This design comes from an exercise in tuning for small area and a short achievable clock period on the open sky130 flow, not from production work. Only simulation tests tie the RTL to the original design; equivalence was not proved. No activity file was given, so power comes from the tool's default toggle rates.

==> run a <==
## wallace_mul
module wallace_mul
(
    input  logic                          clk,
    input  logic                          arst_n,
    input  logic                          in_valid,
    input  logic [mul_pkg::OPERAND_W-1:0] a,
    input  logic [mul_pkg::OPERAND_W-1:0] b,
    output logic                          out_valid,
    output logic [mul_pkg::PRODUCT_W-1:0] product
);
export LEC_CHECK = 0
export ABC_AREA = 1
export CAP_MARGIN = 20
export CORE_MARGIN = 2
export CORE_UTILIZATION = 65
export SETUP_SLACK_MARGIN = 3.1
export SLEW_MARGIN = 20
export SYNTH_HIERARCHICAL = 1
create_clock -name core_clock -period 5.7 [get_ports {clk}]
standard.sh (not shown) runs the stock make flow with config.mk's settings and CLKGATE_MAP_FILE= SYNTH_SCRIPT=/design/flow/synth_recipe.tcl, a recipe that flattens the netlist after the stock synthesis.
==> flow/flow/run.sh <==
#!/bin/bash
set -e
export BUFFER_PORTS_ARGS="-buffer_cell sky130_fd_sc_hd__buf_2"
bash standard.sh > standard.log 2>&1
==> run b: changes against run a <==
CORE_UTILIZATION = 55   (was 65)
==> run c: changes against run a <==
CORE_UTILIZATION = 55   (was 65)
SETUP_SLACK_MARGIN = 3.4   (was 3.1)
==> out/metrics.cfg <==
[worst_setup_path]
arrival_ns = 2.92

[layout]
drive_gt1_frac = 0.225
areaGrowthSynthToFinish_pct = 17.7

[detailed_routing]
drt-total-wl_um = 121000
routedWlPerCell_um = 28.2

[placed_design]
gp_congestion = 0.941

[outcome]
outcome = timing/DRC/antenna clean

[clock_network]
insertion_delay_ns = 0.62

-- figures above: run c

==> out/metrics.cfg <==
[outcome]
outcome = timing/DRC/antenna clean

[global_routing]
overflow = 0
grt_use_met1 = 0.480

[placed_design]
detailed_place_hpwl_um = 78600
gp_congestion = 0.927

[detailed_routing]
routedWlPerCell_um = 27.7

[power]
power_density_mw_per_mm2 = 668

[layout]
areaGrowthSynthToFinish_pct = 10.9

[worst_setup_path]
arrival_ns = 3.10

-- figures above: run b

==> out/metrics.cfg <==
[outcome]
outcome = timing/DRC/antenna clean

[placed_design]
gp_congestion = 0.950

[layout]
drive_gt1_frac = 0.133
areaGrowthSynthToFinish_pct = 10.5

[clock_network]
insertion_delay_ns = 0.65

[worst_setup_path]
arrival_ns = 3.16

[detailed_routing]
routedWlPerCell_um = 28.3

-- figures above: run a


==> inputs of 10-12 <==
wallace_mul again, from the RTL that the note above started with.
clock: 5.7 ns
lec_check: 0
abc_area: 1
cap_margin: 20
core_margin: 2
core_utilization: 40
setup_slack_margin: 3.1
slew_margin: 20
synth_hierarchical: 1
==> flow/flow/run.sh <==
#!/bin/bash
set -e
export BUFFER_PORTS_ARGS="-buffer_cell sky130_fd_sc_hd__buf_4"
bash standard.sh > standard.log 2>&1
==> 01-06: changes against 10-12 <==
==> flow/flow/run.sh (replaced) <==
#!/bin/bash
set -e
export BUFFER_PORTS_ARGS="-buffer_cell sky130_fd_sc_hd__buf_2"
bash standard.sh > standard.log 2>&1
--- a/flow/config.mk
+++ b/flow/config.mk
@@ -9,6 +9,7 @@
 export CAP_MARGIN = 20
 export CORE_MARGIN = 2
-export CORE_UTILIZATION = 40
-export SETUP_SLACK_MARGIN = 3.1
+export CORE_UTILIZATION = 55
+export CTS_BUF_LIST = sky130_fd_sc_hd__clkbuf_8
+export SETUP_SLACK_MARGIN = 3.4
 export SLEW_MARGIN = 20
 export SYNTH_HIERARCHICAL = 1
==> metrics list <==
* Chain of cells forming the critical path: buf_6, inv_1, xor2_2, fa_1, fa_1
* Status: timing/DRC/antenna clean
- Once placement completed, the tool counted placed cells totaling 4436.
- The share of total power dissipated in the clock network is 18.0%.
- Counting cells, the worst reg-to-reg path comes to 5.
* Switching power: 10.8 mW
- In the final design database the tool counted 4056 nets.
- The critical path ends at r1_s411.
* Number of buffers created by CTS: 68
- For this run, global-route usage on met2 was measured as 37.7%.
- Leaving out fill and tap cells, the most frequent cells in the layout are 547 x sky130_fd_sc_hd__dfxtp_1, 523 x sky130_fd_sc_hd__xor2_1, 496 x sky130_fd_sc_hd__o22ai_1.
- Clock network area share: 5.92%
* Clock slew at the register clock pins of the worst setup and hold paths: 0.06 ns
- Leaving out the clock tree, the finished layout contains a buffer count of 222.
- The count of cells in the finished layout, fillers not included, comes to 4576.
The numbers above come from 10-12.

==> metrics list <==
* Core utilization of the finished layout: 65.7%
* Chain of cells forming the critical path: fa_2, fa_2, fa_1, fa_1
- After clock tree synthesis, the clock-pin slew on the worst setup and hold paths is 0.07 ns.
- Number of non-clock buffers in the layout: 267
* Number of flip-flops and latches: 569
- Count of placed standard cells in the final layout, fillers left out: 4371
- Cell taking the most area after synthesis: sky130_fd_sc_hd__dfxtp_1
- In the layout the commonest cells are 498 x sky130_fd_sc_hd__xor2_1, 481 x sky130_fd_sc_hd__dfxtp_1, 418 x sky130_fd_sc_hd__o22ai_1.
- Number of buffers created by CTS: 99
* Status: timing/DRC/antenna clean
- In this run the power spent charging and discharging nets is 11.8 mW.
- In the global route stage, met2 resource usage came out at 49.9%.
- The clock network is responsible for 15.3% of the overall power.
* Placed Cells: 4129
* R2R depth: 4
The numbers above come from 01-06.

## afterwards: timing with drivers on the ports
Ports are ideal in the flow. The routed layouts listed here were re-timed in OpenROAD. Step 1 (the two cells are an assumption about what drives the block):
set clk [get_ports {clk}]
set_driving_cell -lib_cell sky130_fd_sc_hd__clkbuf_16 $clk
set_driving_cell -lib_cell sky130_fd_sc_hd__buf_2 [delete_from_list [all_inputs] $clk]
Step 2 also shifts input and output timing later by t, the mid clock arrival at the registers, as if the neighbouring blocks saw the same clock. a / b / c = ideal ports / drivers / drivers and shift; a / b = the first two.
run	shift t [ns]	setup WS [ns]	worst slew at a driven data input, ns
run a	0.690	3.043 / 3.043 / 3.043	0.03
run b	0.676	3.090 / 3.090 / 3.090	0.04
run c	0.673	3.257 / 3.257 / 3.257	0.05
10-12	0.677	3.105 / 3.105 / 3.105	0.06
01-06	0.762	3.270 / 3.270 / 3.270	0.05
After both steps setup and hold are still met in every run listed.
